From an optimization exercise on the open Yosys and OpenROAD flow, aimed at small area; shortcuts taken in it are not production practice. Function was checked by simulation only, so behaviour that the tests miss may differ from the original.

==> flow/design.v (outline; a module is shown in full before it is edited, if it fits) <==
// module gXor: 3 lines
// module gXnor: 3 lines
// module gNand: 3 lines
// module gNor: 3 lines
// module gNand2b: 3 lines
// module gMux2i: 3 lines
// module gO22ai: 3 lines
// module gO21ai: 3 lines
// module gSel3: 8 lines
// module gSel5: 10 lines
// module gSel4: 9 lines
// module aesSbox: 147 lines
// module aesRoundDatapath: 718 lines
// module aesTop: 106 lines
module aesTop (
	input logic clock,
	input logic reset,
	input logic start,
	input aesTypesPkg::aesBlock plainText,
	input aesTypesPkg::aesBlock key,
	output aesTypesPkg::aesBlock cipherText,
	output logic done
);
  // ...
==> flow/flow/run.sh <==
#!/bin/bash
# The standard layout, with each port buffered by the smallest buffer cell and
# a clock tree of small buffers without dummy loads.
set -euo pipefail
export BUFFER_PORTS_ARGS="-buffer_cell sky130_fd_sc_hd__buf_1"
export CTS_ARGS="-sink_clustering_enable -repair_clock_nets -buf_list {sky130_fd_sc_hd__clkbuf_4 sky130_fd_sc_hd__clkbuf_8} -root_buf sky130_fd_sc_hd__clkbuf_8 -sink_clustering_size 14 -sink_clustering_max_diameter 60 -dont_use_dummy_load"
bash standard.sh > std_flow.log 2>&1
==> flow/standard.sh <==
#!/bin/bash
# synth_recipe.tcl (not shown) runs the flow's synth.tcl, then flattens the netlist and writes it again
# the make line also repeats each setting of config.mk as NAME=value (left out here)
make -C /OpenROAD-flow-scripts/flow DESIGN_CONFIG=/design/flow/config.mk WORK_HOME=/design/flow/orfs CLKGATE_MAP_FILE= SYNTH_SCRIPT=/design/flow/synth_recipe.tcl "${@:-finish}"
==> flow/config.mk <==
export PLATFORM = sky130hd
export DESIGN_NAME = aesTop
export DESIGN_NICKNAME = aesTop
export VERILOG_FILES = /design/flow/design.v
export SDC_FILE = /design/flow/constraint.sdc
export NUM_CORES = 4
export LEC_CHECK = 0
export CAP_MARGIN = 20
export CORE_MARGIN = 2
export CORE_UTILIZATION = 50
export SLEW_MARGIN = 20
export SYNTH_HIERARCHICAL = 1
export SYNTH_MINIMUM_KEEP_SIZE = 0
==> flow/constraint.sdc <==
create_clock -name core_clock -period 25.0 [get_ports {clock}]
set_input_delay 5.0000 -clock core_clock [delete_from_list [all_inputs] [get_ports {clock}]]
set_output_delay 5.0000 -clock core_clock [all_outputs]
set_load 0.01 [all_outputs]
==> impl_metrics.toml, run 1 <==
[detailed_routing]
drc = 0
viasPerCell = 5.68
firstDrtPassIters = 7
drt-met1-wl_mm = 15.1
wl_per_cell_um = 19.4

[clock_tree]
clkSinkCount = 267
hold_buffers = 0
clock-root-buffer = "clkbuf_8"
post_cts_buffers = 0

[layout]
nFillCells = 2060
utilization_pct = 61.1
final_common_cell = "buf_1"
num_antenna_cells = 2
seqCellArea_um2 = 5360
inverters = 106
syn_to_final_growth_pct = 18.9
clkCellAreaFrac_pct = 2.56
nNonClkBuffers = 396

[status]
status = "complete, no violations"

[worst_setup_path]
worstPathMaxFanout = 16
r2r-end = "ks[2]$_DFF_P_"
worstPathArrival_ns = 8.33

[global_routing]
grtUsageTotal_pct = 29.0
grt_pass1_vias = 10000

[die]
design.core.area_um2 = 22000
start_util_pct = 51.4

[synthesis]
syn_inst = 1147

[timing]
fin_crit_ns = 7.88
clock_skew_ns = 0.0433
post-route-period-util_pct = 31.5
rsz0062_at_grt = "false"
timing.fmax_ghz = 0.127

[place]
hpwl_mm = 25.7
==> module aesTop, before the edit <==
module aesTop (
	input logic clock,
	input logic reset,
	input logic start,
	input aesTypesPkg::aesBlock plainText,
	input aesTypesPkg::aesBlock key,
	output aesTypesPkg::aesBlock cipherText,
	output logic done
);
	logic busy;
	logic [8:0] q;                  
	logic [3:0] rnd, cnt;
	logic ph;
	logic [127:0] st;               
	logic [127:0] ks;               
	logic [127:0] stD, ksD;
	logic [127:0] ptRm, keyRm;
	logic ld, isSB, isA, isFinal, lastPass;
	logic useBn, gAn, mix, sh, isSBx;
	logic [3:0] rotId, run, hold;
	logic [7:0] rcon, rcTn;
	assign rnd = q[8:5];
	assign ph = q[4];
	assign cnt = q[3:0];
	assign ld = start & ~busy;
	assign isSB = busy & ~ph;
	assign isA = busy & ph;
	assign isSBx = ~ph;             
	assign isFinal = rnd[3] & rnd[1] & rnd[0];
	assign lastPass = busy & (q == 9'd367);
	always_ff @(posedge clock or posedge reset) begin
		if (reset) begin
			busy <= 1'b0;
			done <= 1'b0;
		end else if (ld) begin
			busy <= 1'b1;
			done <= 1'b0;
		end else if (lastPass) begin
			busy <= 1'b0;
			done <= 1'b1;
		end
	end
	always_ff @(posedge clock) begin
		if (busy)
			q <= q + 9'd1;
		else
			q <= 9'd32;
	end
	assign rcon = {
		rnd == 4'd8,
		rnd == 4'd7,
		(rnd == 4'd6) | (rnd == 4'd10),
		(rnd == 4'd5) | (rnd == 4'd9) | (rnd == 4'd10),
		(rnd == 4'd4) | (rnd == 4'd9),
		(rnd == 4'd3) | (rnd == 4'd10),
		(rnd == 4'd2) | (rnd == 4'd9) | (rnd == 4'd10),
		(rnd == 4'd1) | (rnd == 4'd9)};
	assign useBn = ~(isSBx & (rnd[3:1] != 3'd0) & (cnt[1:0] != 2'd0));
	assign gAn = ~(ph & (cnt[1:0] == 2'd0));
	assign rcTn = ~((ph & (cnt == 4'd0)) ? rcon : 8'h00);
	assign sh = isSB;
	assign mix = isA & ~(rnd[3] & rnd[1] & ~rnd[0]) & ~cnt[3] & (cnt[2] ^ (cnt[1] & cnt[0]));
	always_comb begin
		for (int r = 0; r < 4; r++) begin
			rotId[r] = isA & (cnt < 4'(r));
			run[r] = sh | rotId[r] | mix;
			hold[r] = ~(ld | run[r]);
		end
	end
	always_comb begin
		for (int i = 0; i < 16; i++) begin
			ptRm[127 - 8*((i % 4)*4 + i / 4) -: 8] = plainText[127 - 8*i -: 8];
			keyRm[127 - 8*((i % 4)*4 + i / 4) -: 8] = key[127 - 8*i -: 8];
			cipherText[127 - 8*i -: 8] = st[127 - 8*((i % 4)*4 + i / 4) -: 8];
		end
	end
	aesRoundDatapath uDatapath (
		.st(st),
		.ks(ks),
		.ptRm(ptRm),
		.keyRm(keyRm),
		.ld(ld),
		.ldn(~ld),
		.sh(sh),
		.shn(~sh),
		.mixn(~mix),
		.hold0n(~hold[0]),
		.run(run),
		.rotId(rotId),
		.hold(hold),
		.mix(mix),
		.useBn(useBn),
		.isSB(isSBx),
		.isSBn(~isSBx),
		.isFinal(isFinal),
		.isFinaln(~isFinal),
		.gAn(gAn),
		.rcTn(rcTn),
		.stD(stD),
		.ksD(ksD)
	);
	always_ff @(posedge clock) begin
		st <= stD;
		ks <= ksD;
	end
endmodule
==> run 2: changes to the inputs <==
--- a/flow/design.v
+++ b/flow/design.v
@@ -921,54 +921,47 @@
 	gSel5 uS15_7 (.a1(ld), .a2(sld15[7]), .b1(sh), .b2(snext15[7]), .c1(rotId[3]), .c2(a3[7]), .d1(mix), .d2(m3[7]), .e1(hold[3]), .e2(scur15[7]), .y(sq15[7]));
 	assign stD[7 -: 8] = sq15;
 endmodule
-module aesTop (
-	input logic clock,
-	input logic reset,
+module aesSequencer (
 	input logic start,
-	input aesTypesPkg::aesBlock plainText,
-	input aesTypesPkg::aesBlock key,
-	output aesTypesPkg::aesBlock cipherText,
-	output logic done
+	input logic busy,
+	input logic [8:0] q,
+	output logic ld,
+	output logic ldn,
+	output logic sh,
+	output logic shn,
+	output logic [3:0] run,
+	output logic [3:0] rotId,
+	output logic [3:0] hold,
+	output logic hold0n,
+	output logic mix,
+	output logic mixn,
+	output logic useBn,
+	output logic isSB,
+	output logic isSBn,
+	output logic isFinal,
+	output logic isFinaln,
+	output logic gAn,
+	output logic [7:0] rcTn,
+	output logic lastPass,
+	output logic [8:0] qNext
 );
-	logic busy;
-	logic [8:0] q;                  
 	logic [3:0] rnd, cnt;
-	logic ph;
-	logic [127:0] st;               
-	logic [127:0] ks;               
-	logic [127:0] stD, ksD;
-	logic [127:0] ptRm, keyRm;
-	logic ld, isSB, isA, isFinal, lastPass;
-	logic useBn, gAn, mix, sh, isSBx;
-	logic [3:0] rotId, run, hold;
-	logic [7:0] rcon, rcTn;
+	logic ph, isA;
+	logic [7:0] rcon;
 	assign rnd = q[8:5];
 	assign ph = q[4];
 	assign cnt = q[3:0];
 	assign ld = start & ~busy;
-	assign isSB = busy & ~ph;
+	assign ldn = ~ld;
+	assign sh = busy & ~ph;
+	assign shn = ~sh;
 	assign isA = busy & ph;
-	assign isSBx = ~ph;             
+	assign isSB = ~ph;              
+	assign isSBn = ph;
 	assign isFinal = rnd[3] & rnd[1] & rnd[0];
+	assign isFinaln = ~isFinal;
 	assign lastPass = busy & (q == 9'd367);
-	always_ff @(posedge clock or posedge reset) begin
-		if (reset) begin
-			busy <= 1'b0;
-			done <= 1'b0;
-		end else if (ld) begin
-			busy <= 1'b1;
-			done <= 1'b0;
-		end else if (lastPass) begin
-			busy <= 1'b0;
-			done <= 1'b1;
-		end
-	end
-	always_ff @(posedge clock) begin
-		if (busy)
-			q <= q + 9'd1;
-		else
-			q <= 9'd32;
-	end
+	assign qNext = busy ? q + 9'd1 : 9'd32;
 	assign rcon = {
 		rnd == 4'd8,
 		rnd == 4'd7,
@@ -978,11 +971,11 @@
 		(rnd == 4'd3) | (rnd == 4'd10),
 		(rnd == 4'd2) | (rnd == 4'd9) | (rnd == 4'd10),
 		(rnd == 4'd1) | (rnd == 4'd9)};
-	assign useBn = ~(isSBx & (rnd[3:1] != 3'd0) & (cnt[1:0] != 2'd0));
+	assign useBn = ~(~ph & (rnd[3:1] != 3'd0) & (cnt[1:0] != 2'd0));
 	assign gAn = ~(ph & (cnt[1:0] == 2'd0));
 	assign rcTn = ~((ph & (cnt == 4'd0)) ? rcon : 8'h00);
-	assign sh = isSB;
 	assign mix = isA & ~(rnd[3] & rnd[1] & ~rnd[0]) & ~cnt[3] & (cnt[2] ^ (cnt[1] & cnt[0]));
+	assign mixn = ~mix;
 	always_comb begin
 		for (int r = 0; r < 4; r++) begin
 			rotId[r] = isA & (cnt < 4'(r));
@@ -990,6 +983,65 @@
 			hold[r] = ~(ld | run[r]);
 		end
 	end
+	assign hold0n = ~hold[0];
+endmodule
+module aesTop (
+	input logic clock,
+	input logic reset,
+	input logic start,
+	input aesTypesPkg::aesBlock plainText,
+	input aesTypesPkg::aesBlock key,
+	output aesTypesPkg::aesBlock cipherText,
+	output logic done
+);
+	logic busy;
+	logic [8:0] q, qNext;           
+	logic [127:0] st;               
+	logic [127:0] ks;               
+	logic [127:0] stD, ksD;
+	logic [127:0] ptRm, keyRm;
+	logic ld, ldn, isFinal, isFinaln, lastPass;
+	logic useBn, gAn, mix, mixn, sh, shn, isSBx, isSBn, hold0n;
+	logic [3:0] rotId, run, hold;
+	logic [7:0] rcTn;
+	aesSequencer uSequencer (
+		.start(start),
+		.busy(busy),
+		.q(q),
+		.ld(ld),
+		.ldn(ldn),
+		.sh(sh),
+		.shn(shn),
+		.run(run),
+		.rotId(rotId),
+		.hold(hold),
+		.hold0n(hold0n),
+		.mix(mix),
+		.mixn(mixn),
+		.useBn(useBn),
+		.isSB(isSBx),
+		.isSBn(isSBn),
+		.isFinal(isFinal),
+		.isFinaln(isFinaln),
+		.gAn(gAn),
+		.rcTn(rcTn),
+		.lastPass(lastPass),
+		.qNext(qNext)
+	);
+	always_ff @(posedge clock or posedge reset) begin
+		if (reset) begin
+			busy <= 1'b0;
+			done <= 1'b0;
+		end else if (ld) begin
+			busy <= 1'b1;
+			done <= 1'b0;
+		end else if (lastPass) begin
+			busy <= 1'b0;
+			done <= 1'b1;
+		end
+	end
+	always_ff @(posedge clock)
+		q <= qNext;
 	always_comb begin
 		for (int i = 0; i < 16; i++) begin
 			ptRm[127 - 8*((i % 4)*4 + i / 4) -: 8] = plainText[127 - 8*i -: 8];
@@ -1003,20 +1055,20 @@
 		.ptRm(ptRm),
 		.keyRm(keyRm),
 		.ld(ld),
-		.ldn(~ld),
+		.ldn(ldn),
 		.sh(sh),
-		.shn(~sh),
-		.mixn(~mix),
-		.hold0n(~hold[0]),
+		.shn(shn),
+		.mixn(mixn),
+		.hold0n(hold0n),
 		.run(run),
 		.rotId(rotId),
 		.hold(hold),
 		.mix(mix),
 		.useBn(useBn),
 		.isSB(isSBx),
-		.isSBn(~isSBx),
+		.isSBn(isSBn),
 		.isFinal(isFinal),
-		.isFinaln(~isFinal),
+		.isFinaln(isFinaln),
 		.gAn(gAn),
 		.rcTn(rcTn),
 		.stD(stD),
==> flow/flow/run.sh (replaced) <==
#!/bin/bash
# The standard layout, with each port buffered by the smallest buffer cell and
# a clock tree of small buffers without dummy loads.
set -euo pipefail
export BUFFER_PORTS_ARGS="-buffer_cell sky130_fd_sc_hd__buf_1"
export CTS_ARGS="-sink_clustering_enable -repair_clock_nets -buf_list {sky130_fd_sc_hd__clkbuf_4 sky130_fd_sc_hd__clkbuf_8} -root_buf sky130_fd_sc_hd__clkbuf_8 -sink_clustering_size 17 -sink_clustering_max_diameter 60 -dont_use_dummy_load"
bash standard.sh > std_flow.log 2>&1
--- a/flow/config.mk
+++ b/flow/config.mk
@@ -5,9 +5,9 @@
 export SDC_FILE = /design/flow/constraint.sdc
 export NUM_CORES = 4
 export LEC_CHECK = 0
-export CAP_MARGIN = 20
+export CAP_MARGIN = 5
 export CORE_MARGIN = 2
 export CORE_UTILIZATION = 50
-export SLEW_MARGIN = 20
+export SLEW_MARGIN = 5
 export SYNTH_HIERARCHICAL = 1
 export SYNTH_MINIMUM_KEEP_SIZE = 0
==> run 2 against run 1 <==
  * Critical path type unchanged
  * Die area shrank 0.70%
  * Worst setup slack gained 0.44 ns
  * Sequential share of layout area grew 0.33 points
  * Still clean
  * Largest cell class unchanged
==> impl_metrics.toml, run 2 <==
[clock_tree]
htree_levels = 1
clock_path_buffers = 3
insertion_delay_ns = 0.54
clkSinkCount = 267
hold_buffers = 0
cts_resized = 0
post_cts_buffers = 0
clock-root-buffer = "clkbuf_8"
clk_pin_slew_worst_paths_ns = 0.10
cts_buffers = 22
cts_tree = "yes"

[job]
maxCapViolCount = 0

[worst_setup_path]
worstPathMaxFanout = 20
worstPathArrival_ns = 7.79
slowest_stage = "dfxtp_1"
crit_buf_inv = 0
cp-start-kind = "flip-flop"
max_stage_delay_ns = 0.80
ff2ff_setup_slack_ns = 17.56
r2r-end = "ks[3]$_DFF_P_"
worst_setup_path_end_kind = "flip-flop"
crit_top_cell = "xnor2_1"
r2r-start = "q[4]$_DFF_P_"
criticalPathCategory = "reg -> reg"
rr_worst_depth = 26
critPathRequiredTime_ns = 25.35
path_delay_family = "XOR/XNOR gates"

[detailed_routing]
viasPerCell = 5.70
firstDrtPassIters = 9
ant_nets = 0
drc = 0
drtIter0Drc = 1388
wl_per_cell_um = 19.5
drt_wl_total_mm = 35.6
vias = 10400

[synthesis]
synth_nets = 1409
syn_area_um2 = 11200
syn_area_per_cell_um2 = 9.76
syn_inst = 1148
yosysWarnings = 8

[timing]
rsz0062_at_grt = "false"
post-route-period-util_pct = 29.8
timing.fmax_ghz = 0.134
slew-limit-headroom_pct = 19.8
setup_viol = 0
worst_hold_slack_ns = 0.397
hold_viol_final = 0
fin_crit_ns = 7.44
worst_pin_slew_ns = 1.20
drv_slew = 0
fin_tns_setup_ns = 0
clock_skew_ns = 0.0464

[layout]
utilization_pct = 60.8
final_common_cell = "buf_1"
nFillCells = 2074
drive_above_1_share_pct = 2.58
reg_top3 = "ks: 128 flops, st: 128 flops, q: 9 flops"
nNetsFinal = 1813
syn_to_final_growth_pct = 18.7
final_cell_mix = "buf_1, dfxtp_1, xor2_1"
post-route-cell-area_um2 = 13300
instances_no_fill = 1831

[die]
die_x_um = 154
design.core.area_um2 = 21900
std_cell_rows = 54
dieHeight_um = 154
die-area_um2 = 23600
io_pins = 388
start_util_pct = 51.2

[place]
io_buffers = 387
gp_congestion = 0.917
hpwl_mm = 25.9
postPlaceCellArea_um2 = 13000
dp.cells = 1808

[status]
status = "complete, no violations"

[min_path]
hold_path_end = "ks[115]$_DFF_P_"
worstHoldStart = "ks[107]$_DFF_P_"
holdPathStages = 1
hold_class = "reg -> reg"

[global_routing]
grt_max_degree = 211
grt_pass1_vias = 9706
grtUsageTotal_pct = 28.4
antenna_found_initial = 0
overflow = 0
grt_pass1_wl_mm = 53.9
[run 2: worst max-delay path by stage]
stage                       from              end  slack, ns  cells past startpoint
floorplan                  start    st[0]$_DFF_P_      13.27                      4
global placement           start  st[120]$_DFF_P_      17.39                      6
detailed placement         start  st[120]$_DFF_P_      17.37                      6
CTS                 q[4]$_DFF_P_    st[1]$_DFF_P_      17.59                     26
global route        q[4]$_DFF_P_    st[1]$_DFF_P_      16.75                     26
finish              q[4]$_DFF_P_    ks[3]$_DFF_P_      17.56                     26
[run 2: area by class of cell]
class | count | area (um2) | share of cell area, %
timing repair buffer | 395 | 1510 | 11.4
tap | 280 | 350 | 2.63
antenna | 1 | 2.50 | 0.0188
inverter | 106 | 405 | 3.05
sequential | 267 | 5360 | 40.2
clock buffer | 22 | 303 | 2.28
multi-input combinational | 760 | 5380 | 40.4
[run 2: through the flow]
| step | setup WS, ns |
|---|---|
| after global routing | 16.75 |
| after global placement | 17.39 |
| after CTS | 17.59 |
| after detailed placement | 17.37 |
| after floorplan | 13.27 |
| final | 17.56 |
[run 2: per-layer routing]
metal,vias up,GRT usage [%],share of wire (%)
met5,-,0,0
met3,41,5.55,9.7
met1,4860,39.0,43
li1,5029,-,-
met2,503,45.9,46
met4,0,7.30,2.0
==> run 3: changes to the inputs <==
==> flow/flow/run.sh (replaced) <==
#!/bin/bash
# The standard layout, with each port buffered by the smallest buffer cell and
# a clock tree of small buffers without dummy loads.
set -euo pipefail
export BUFFER_PORTS_ARGS="-buffer_cell sky130_fd_sc_hd__buf_1"
export CTS_ARGS="-sink_clustering_enable -repair_clock_nets -buf_list {sky130_fd_sc_hd__clkbuf_4 sky130_fd_sc_hd__clkbuf_8} -root_buf sky130_fd_sc_hd__clkbuf_8 -sink_clustering_size 18 -sink_clustering_max_diameter 100 -dont_use_dummy_load"
bash standard.sh > std_flow.log 2>&1
--- a/flow/config.mk
+++ b/flow/config.mk
@@ -5,9 +5,9 @@
 export SDC_FILE = /design/flow/constraint.sdc
 export NUM_CORES = 4
 export LEC_CHECK = 0
-export CAP_MARGIN = 5
+export CAP_MARGIN = 0
 export CORE_MARGIN = 2
 export CORE_UTILIZATION = 50
-export SLEW_MARGIN = 5
+export SLEW_MARGIN = 0
 export SYNTH_HIERARCHICAL = 1
 export SYNTH_MINIMUM_KEEP_SIZE = 0
==> run 3 against run 2 <==
  * Critical endpoint is now st[1]$_DFF_P_
  * First-iteration DRC count rose by 9.2%
  * Worst setup slack got worse by 0.019 ns
  * Maximum frequency fell by 0.26%
  * Largest cell class unchanged
==> impl_metrics.toml, run 3 <==
[status]
status = "complete, no violations"

[clock_tree]
insertion_delay_ns = 0.54
htree_levels = 1
cts_buffers = 18
hold_buffers = 0
post_cts_buffers = 0
clock_path_buffers = 3
cts_resized = 0
clk_pin_slew_worst_paths_ns = 0.12
cts_tree = "yes"
clock-root-buffer = "clkbuf_8"
clkSinkCount = 267

[global_routing]
antenna_found_initial = 1
grt_pass1_vias = 9631
overflow = 0
grt_pass1_wl_mm = 53.8
grt_max_degree = 211
grtUsageTotal_pct = 28.4

[die]
design.core.area_um2 = 21900
start_util_pct = 51.2
die-area_um2 = 23600
std_cell_rows = 54
io_pins = 388
die_x_um = 154
dieHeight_um = 154

[timing]
post-route-period-util_pct = 29.8
clock_skew_ns = 0.0255
postLayoutSetupSlackWorst_ns = 17.54
rsz0062_at_grt = "false"
fin_crit_ns = 7.46
worst_pin_slew_ns = 1.22
fin_tns_setup_ns = 0
drv_slew = 0
timing.fmax_ghz = 0.134
setup_viol = 0
slew-limit-headroom_pct = 19.0
hold_viol_final = 0

[detailed_routing]
ant_nets = 0
vias = 10400
drc = 0
drtIter0Drc = 1516
wl_per_cell_um = 19.5
firstDrtPassIters = 7
viasPerCell = 5.68
drt_wl_total_mm = 35.7

[place]
gp_congestion = 0.917
pre_cts_ws_ns = 17.37
hpwl_mm = 25.9
io_buffers = 387

[synthesis]
synth_nets = 1409
syn_area_per_cell_um2 = 9.76
yosysWarnings = 8
syn_inst = 1148
syn_area_um2 = 11200

[layout]
final_common_cell = "buf_1"
reg_top3 = "ks: 128 flops, st: 128 flops, q: 9 flops"
seqCellArea_um2 = 5360
drive_above_1_share_pct = 2.33
nFillCells = 2078
syn_to_final_growth_pct = 18.3
multi_input_area_um2 = 5380
nNetsFinal = 1809
final_cell_mix = "buf_1, dfxtp_1, xor2_1"

[worst_setup_path]
critPathRequiredTime_ns = 25.41
criticalPathCategory = "reg -> reg"
worst_setup_path_end_kind = "flip-flop"
worstPathArrival_ns = 7.87
worstPathMaxFanout = 20
cp-start-kind = "flip-flop"

[job]
maxCapViolCount = 0

[min_path]
hold_class = "reg -> reg"
-- run 3: worst max-delay path: stages, from the launching register on --
cell and delay [ns]:
dfxtp_1 0.82, nand2b_1 0.19, nor3b_1 0.31, o21ai_0 0.14, o21ai_1 0.11, xor2_1 0.25, xnor2_1 0.14, o22ai_1 0.44
xor2_1 0.48, xor2_1 0.49, xor2_1 0.33, nand2_1 0.11, xnor2_1 0.27, xnor2_1 0.17, xor2_1 0.37, xnor2_1 0.20
xnor2_1 0.17, xnor2_1 0.40, xor2_1 0.32, xor2_1 0.22, nand2_1 0.13, xnor2_1 0.39, xor2_1 0.21, xor2_1 0.25
o22ai_1 0.16, a22oi_1 0.18, nand2_1 0.07
-- run 3: cell type report --
type | count | area share [%]
tap | 280 | 2.64
inverter | 106 | 3.06
timing repair buffer | 395 | 11.4
antenna | 2 | 0.0378
multi-input combinational | 760 | 40.6
clock buffer | 18 | 1.87
sequential | 267 | 40.4
-- run 3: final timing paths --
kind | start | endpoint | cells after the start | slack (ns)
max reg2reg | q[4]$_DFF_P_ | st[1]$_DFF_P_ | 26 | 17.54
min reg2reg | ks[115]$_DFF_P_ | ks[123]$_DFF_P_ | 1 | 0.40
max | q[4]$_DFF_P_ | st[1]$_DFF_P_ | 26 | 17.54
max in group asynchronous | reset | busy$_DFFE_PP0P_ | 2 | 20.59
min in group asynchronous | reset | done$_DFFE_PP0P_ | 2 | 4.28
min | ks[115]$_DFF_P_ | ks[123]$_DFF_P_ | 1 | 0.40
-- run 3: routing by layer --
layer / track usage [%] / routed length, um / vias to the layer above
li1: - / - / 5007
met3: 5.13 / 3210 / 46
met4: 7.30 / 728 / 0
met1: 39.3 / 15500 / 4853
met5: 0 / 0 / -
met2: 46.0 / 16300 / 473
-- run 3: metrics by stage --
| step | utilization, % | instances | hold slack [ns] | instance area (um2) |
|---|---|---|---|---|
| floorplan | - | 1148 | 0.393 | 11200 |
| global placement | 59.4 | 1808 | 0.395 | 13000 |
| detailed placement | 59.4 | 1808 | 0.397 | 13000 |
| CTS | 60.5 | 1826 | 0.399 | 13200 |
| global route | 60.5 | 1826 | 0.421 | 13200 |
| finish | 60.5 | 1828 | 0.400 | 13300 |
==> run 4: changes to the inputs <==
--- a/flow/config.mk
+++ b/flow/config.mk
@@ -5,9 +5,9 @@
 export SDC_FILE = /design/flow/constraint.sdc
 export NUM_CORES = 4
 export LEC_CHECK = 0
-export CAP_MARGIN = 0
+export CAP_MARGIN = 5
 export CORE_MARGIN = 2
 export CORE_UTILIZATION = 50
-export SLEW_MARGIN = 0
+export SLEW_MARGIN = 5
 export SYNTH_HIERARCHICAL = 1
 export SYNTH_MINIMUM_KEEP_SIZE = 0
==> run 4 against run 3 <==
  * Maximum frequency unchanged
  * Core utilization did not move
  * First-iteration DRC count did not move
  * Synthesized cell count is the same
  * Highest routed layer unchanged
  * Register-to-register slack hardly changed
  * Synthesized area stayed put
  * Sequential share of layout area is the same
  * Hold slack unchanged
  * Global-route usage unchanged
  * Clock-buffer cell count unchanged
==> impl_metrics.toml, run 4 <==
[detailed_routing]
drtIter0Drc = 1516
drc = 0
viasPerCell = 5.68
vias = 10400
firstDrtPassIters = 7
ant_nets = 0
wl_per_cell_um = 19.5
drt_wl_total_mm = 35.7

[global_routing]
grt_pass1_vias = 9631
antenna_found_initial = 1
grtUsageTotal_pct = 28.4
overflow = 0
grt_pass1_wl_mm = 53.8
grt_max_degree = 211

[place]
gp_congestion = 0.917
io_buffers = 387
postPlaceCellArea_um2 = 13000
pre_cts_ws_ns = 17.37
dp.cells = 1808
hpwl_mm = 25.9

[clock_tree]
insertion_delay_ns = 0.54
cts_buffers = 18
clock-root-buffer = "clkbuf_8"
clock_path_buffers = 3
htree_levels = 1
post_cts_buffers = 0
clkSinkCount = 267
cts_tree = "yes"
hold_buffers = 0
clk_pin_slew_worst_paths_ns = 0.12
cts_resized = 0

[worst_setup_path]
crit_end = "st[1]$_DFF_P_"
crit_cells = 26
worst_setup_path_end_kind = "flip-flop"
criticalPathCategory = "reg -> reg"
worstPathArrival_ns = 7.87
r2r-start = "q[4]$_DFF_P_"
critical_path.startpoint = "q[4]$_DFF_P_"
path_delay_family = "XOR/XNOR gates"
slowest_stage = "dfxtp_1"
r2r-end = "st[1]$_DFF_P_"
crit_buf_inv = 0
rr_worst_depth = 26
crit_top_cell = "xor2_1"
worstPathMaxFanout = 20
cp-start-kind = "flip-flop"
critPathRequiredTime_ns = 25.41
ff2ff_setup_slack_ns = 17.54
max_stage_delay_ns = 0.82

[layout]
syn_to_final_growth_pct = 18.3
nNetsFinal = 1809
final_cell_mix = "buf_1, dfxtp_1, xor2_1"
drive_above_1_share_pct = 2.33
post-route-cell-area_um2 = 13300
nFillCells = 2078
reg_top3 = "ks: 128 flops, st: 128 flops, q: 9 flops"
instances_no_fill = 1828
final_common_cell = "buf_1"

[die]
start_util_pct = 51.2
io_pins = 388
die_x_um = 154
std_cell_rows = 54
dieHeight_um = 154
design.core.area_um2 = 21900
die-area_um2 = 23600

[synthesis]
syn_area_um2 = 11200
syn_area_per_cell_um2 = 9.76
synth_nets = 1409
yosysWarnings = 8
syn_inst = 1148

[timing]
fin_crit_ns = 7.46
drv_slew = 0
post-route-period-util_pct = 29.8
timing.fmax_ghz = 0.134
rsz0062_at_grt = "false"
hold_viol_final = 0
clock_skew_ns = 0.0255
postLayoutSetupSlackWorst_ns = 17.54
setup_viol = 0
slew-limit-headroom_pct = 19.0
worst_pin_slew_ns = 1.22
fin_tns_setup_ns = 0

[min_path]
hold_class = "reg -> reg"

[status]
status = "complete, no violations"

[job]
maxCapViolCount = 0
[run 4: layer usage]
| layer | vias to the layer above | wire length (um) | GRT usage [%] |
|---|---|---|---|
| met3 | 46 | 3210 | 5.13 |
| met2 | 473 | 16300 | 46.0 |
| met1 | 4853 | 15500 | 39.3 |
| met5 | - | 0 | 0 |
| met4 | 0 | 728 | 7.30 |
| li1 | 5007 | - | - |
[run 4: worst min path at each step]
stage / startpoint / end / slack, ns / cells past startpoint
after global routing: ks[86]$_DFF_P_ / ks[94]$_DFF_P_ / 0.42 / 1
after detailed placement: ks[115]$_DFF_P_ / ks[123]$_DFF_P_ / 0.40 / 1
after floorplan: ks[96]$_DFF_P_ / ks[104]$_DFF_P_ / 0.39 / 1
after CTS: ks[115]$_DFF_P_ / ks[123]$_DFF_P_ / 0.40 / 1
after global placement: ks[39]$_DFF_P_ / ks[47]$_DFF_P_ / 0.39 / 1
final: ks[115]$_DFF_P_ / ks[123]$_DFF_P_ / 0.40 / 1
[run 4: area by class of cell]
class	count	area, um2	share of cell area [%]
multi-input cells	760	5380	40.6
clock buffers	18	248	1.87
repair buffers	395	1510	11.4
diodes	2	5.00	0.0378
well taps	280	350	2.64
inverters	106	405	3.06
flip-flops and latches	267	5360	40.4
[run 4: stage by stage]
stage / hold slack, ns / util (%)
final: 0.400 / 60.5
after global routing: 0.421 / 60.5
after CTS: 0.399 / 60.5
after detailed placement: 0.397 / 59.4
after global placement: 0.395 / 59.4
after floorplan: 0.393 / -

==> separate check: timing with driven ports <==
How much do the figures lean on ideal ports? The routed layouts below were timed once more, with nothing changed but the port constraints.
Step 1 assumes that a clkbuf_16 drives the clock port and a buf_2 every other input.
Step 2 also shifts input and output timing later by t, the mid clock arrival at the registers, as if the neighbouring blocks saw the same clock.
a / b / c = ideal / step 1 / step 2; a / b = the first two.
| run | shift t [ns] | setup slack, ns | hold slack, ns | slew at the worst register clock pin (ns) |
|---|---|---|---|---|
| run 1 | 0.583 | 17.121 / 17.121 / 16.773 | 0.350 / 0.350 / 0.350 | 0.10 / 0.10 |
| run 2 | 0.559 | 17.558 / 17.558 / 17.419 | 0.397 / 0.397 / 0.397 | 0.10 / 0.10 |
| run 3 | 0.573 | 17.539 / 17.539 / 17.437 | 0.400 / 0.400 / 0.400 | 0.12 / 0.12 |
| run 4 | 0.573 | 17.539 / 17.539 / 17.437 | 0.400 / 0.400 / 0.400 | 0.12 / 0.12 |
After both steps setup and hold are still met in every run listed. The setup slack of run 1, which loses most, moves by 0.000 ns with the drivers and by -0.348 ns with both steps.
